This is an optimization exercise on Yosys and OpenROAD, whose aim is small area, a short achievable clock period and few clock cycles per item, not a production implementation. In this exercise RTL edits were held to simulation tests only and were not proved equivalent to the original.

## v39
==> module mobius_inv_seq, before the edit <==
module mobius_inv_seq #(
   parameter int N      = 512,
   parameter int log2_N = 9,
   parameter int PRE    = 6
) (
   input  logic         clk,
   input  logic         rst_n,
   input  logic         start,
   input  logic [0:N-1] inputs,
   output logic         busy,
   output logic         done,
   output logic [0:N-1] outputs
);
   logic [0:N-1] lv [0:log2_N];
   logic [0:N-1] mid_q;
   logic         done_q;
   logic         accept;
   assign lv[0] = inputs;
   for (genvar s = 0; s < log2_N; s++) begin : g_lvl
      localparam int D = 1 << s;
      logic [0:N-1]   v;
      logic [0:N-1]   w;
      logic [0:N/2-1] hi;
      logic [0:N/2-1] lo;
      logic [0:N/2-1] x;
      if (s == PRE) begin : g_reg
         assign v = mid_q;
      end else begin : g_comb
         assign v = lv[s];
      end
      for (genvar b = 0; b < N / (2 * D); b++) begin : g_blk
         assign hi[b*D +: D]         = v[(2*b+1)*D +: D];
         assign lo[b*D +: D]         = v[(2*b)*D +: D];
         assign w[(2*b)*D +: D]      = v[(2*b)*D +: D];
         assign w[(2*b+1)*D +: D]    = x[b*D +: D];
      end
      mobius_xor_vec #(.W(N / 2)) u_x (.a(hi), .b(lo), .y(x));
      assign lv[s+1] = w;
   end
   assign accept = start & ~done_q;
   always_ff @(posedge clk or negedge rst_n) begin
      if (!rst_n) done_q <= 1'b0;
      else        done_q <= accept;
   end
   always_ff @(posedge clk) begin
      if (accept) mid_q <= lv[PRE];
   end
   assign busy    = 1'b0;
   assign done    = done_q;
   assign outputs = (PRE == log2_N) ? mid_q : lv[log2_N];
endmodule
Settings: LEC_CHECK=0, CAP_MARGIN=20, CORE_MARGIN=2, CORE_UTILIZATION=58, SETUP_SLACK_MARGIN=1.25, SLEW_MARGIN=20, SYNTH_HIERARCHICAL=1, SYNTH_MINIMUM_KEEP_SIZE=0; clock period 4.0 ns.
standard.sh (not shown) runs the stock make flow with config.mk's settings and CLKGATE_MAP_FILE= SYNTH_SCRIPT=/design/flow/synth_recipe.tcl, a recipe that flattens the netlist after the stock synthesis.
==> flow/flow/run.sh <==
#!/bin/bash
# The standard layout, except that:
# - the port buffers are the smallest plain buffer (buf_1) instead of the
#   delay buffer buffer_ports picks by default;
# - pins may sit one routing track apart, so that the 1029 ports fit on the
#   edge of a die sized by the cells rather than by the pin count.
set -euo pipefail
export BUFFER_PORTS_ARGS="-buffer_cell sky130_fd_sc_hd__buf_1"
export PLACE_PINS_ARGS="-min_distance 1 -min_distance_in_tracks"
bash standard.sh > standard.log 2>&1
v39 did not make it past global routing, where a tool error ended it.
Testbench counts of v39, summed over its fixed seeds: cycles 3,200, items 1,600.
[inputs] v24 vs v39
-- flow/design.v --
<<< v39, line 2
   parameter int N      = 512,
   parameter int log2_N = 9,
   parameter int PRE    = 6
) (
   input  logic         clk,
>>> v24, line 2
   parameter int N      = 512,
   parameter int log2_N = 9,
   parameter int PRE    = 7
) (
   input  logic         clk,
<<< v39, line 29
         assign v = lv[s];
      end
      for (genvar b = 0; b < N / (2 * D); b++) begin : g_blk
         assign hi[b*D +: D]         = v[(2*b+1)*D +: D];
         assign lo[b*D +: D]         = v[(2*b)*D +: D];
         assign w[(2*b)*D +: D]      = v[(2*b)*D +: D];
         assign w[(2*b+1)*D +: D]    = x[b*D +: D];
      end
      mobius_xor_vec #(.W(N / 2)) u_x (.a(hi), .b(lo), .y(x));
      assign lv[s+1] = w;
   end
>>> v24, line 29
         assign v = lv[s];
      end
      always_comb begin
         for (int k = 0; k < N / 2; k++) begin
            hi[k] = v[((k >> s) << (s + 1)) + D + (k & (D - 1))];
            lo[k] = v[((k >> s) << (s + 1)) + (k & (D - 1))];
         end
      end
      mobius_xor_vec #(.W(N / 2)) u_x (.a(hi), .b(lo), .y(x));
      always_comb begin
         w = v;
         for (int k = 0; k < N / 2; k++)
            w[((k >> s) << (s + 1)) + D + (k & (D - 1))] = x[k];
      end
      assign lv[s+1] = w;
   end
[summary]
The flow did not stop early for v24: all stages ran, and the layout cleared the timing, design-rule and antenna checks.
The flow ended early for v39: it failed with a tool error in global routing.
Estimated wirelength of the detail-placed design grows slightly when moving from v39 to v24.
Delta(width of the die, v24 - v39) > 0
The post-synth net total number comes out higher for v24 vs v39.
Higher area after synthesis goes to v24 over v39.
Post-synthesis register bit count came out exactly the same in v24 and v39.
The synthesized cell count of v24 exceeds that of v39 by 64.
Compared with v39, in v24 die extent in y increased by 1.7 um relative to the old numbers, final weighted congestion of routability-driven global placement shrank by 1.2%, placement row count up 1, total cell area at the placement stage now larger.
Testbench counts of v24, summed over its fixed seeds: cycles 3,200, items 1,600.

[port drivers added, routing unchanged]
The results above use ideal ports. As a check the final layout listed here was re-extracted and re-timed, cells and wires unchanged. Step 1: set_driving_cell puts a clkbuf_16 on clk and a buf_2 on each other input, an assumption about the parent block. Step 2 times the ports against the registers' clock, not the clock port: input delays grow and output delays shrink by t, the midpoint of the rising clock arrivals with the driver on. Three values: ideal, step 1, step 2; two values: the first two.
run: v24
t (ns): 0.706
setup WS [ns]: 1.128 / 1.116 / 0.461
worst data-port slew with drivers (ns): 0.21
After both steps v24 still meets setup and hold. The setup slack of v24 moves by -0.012 ns with the drivers and by -0.667 ns with both steps.
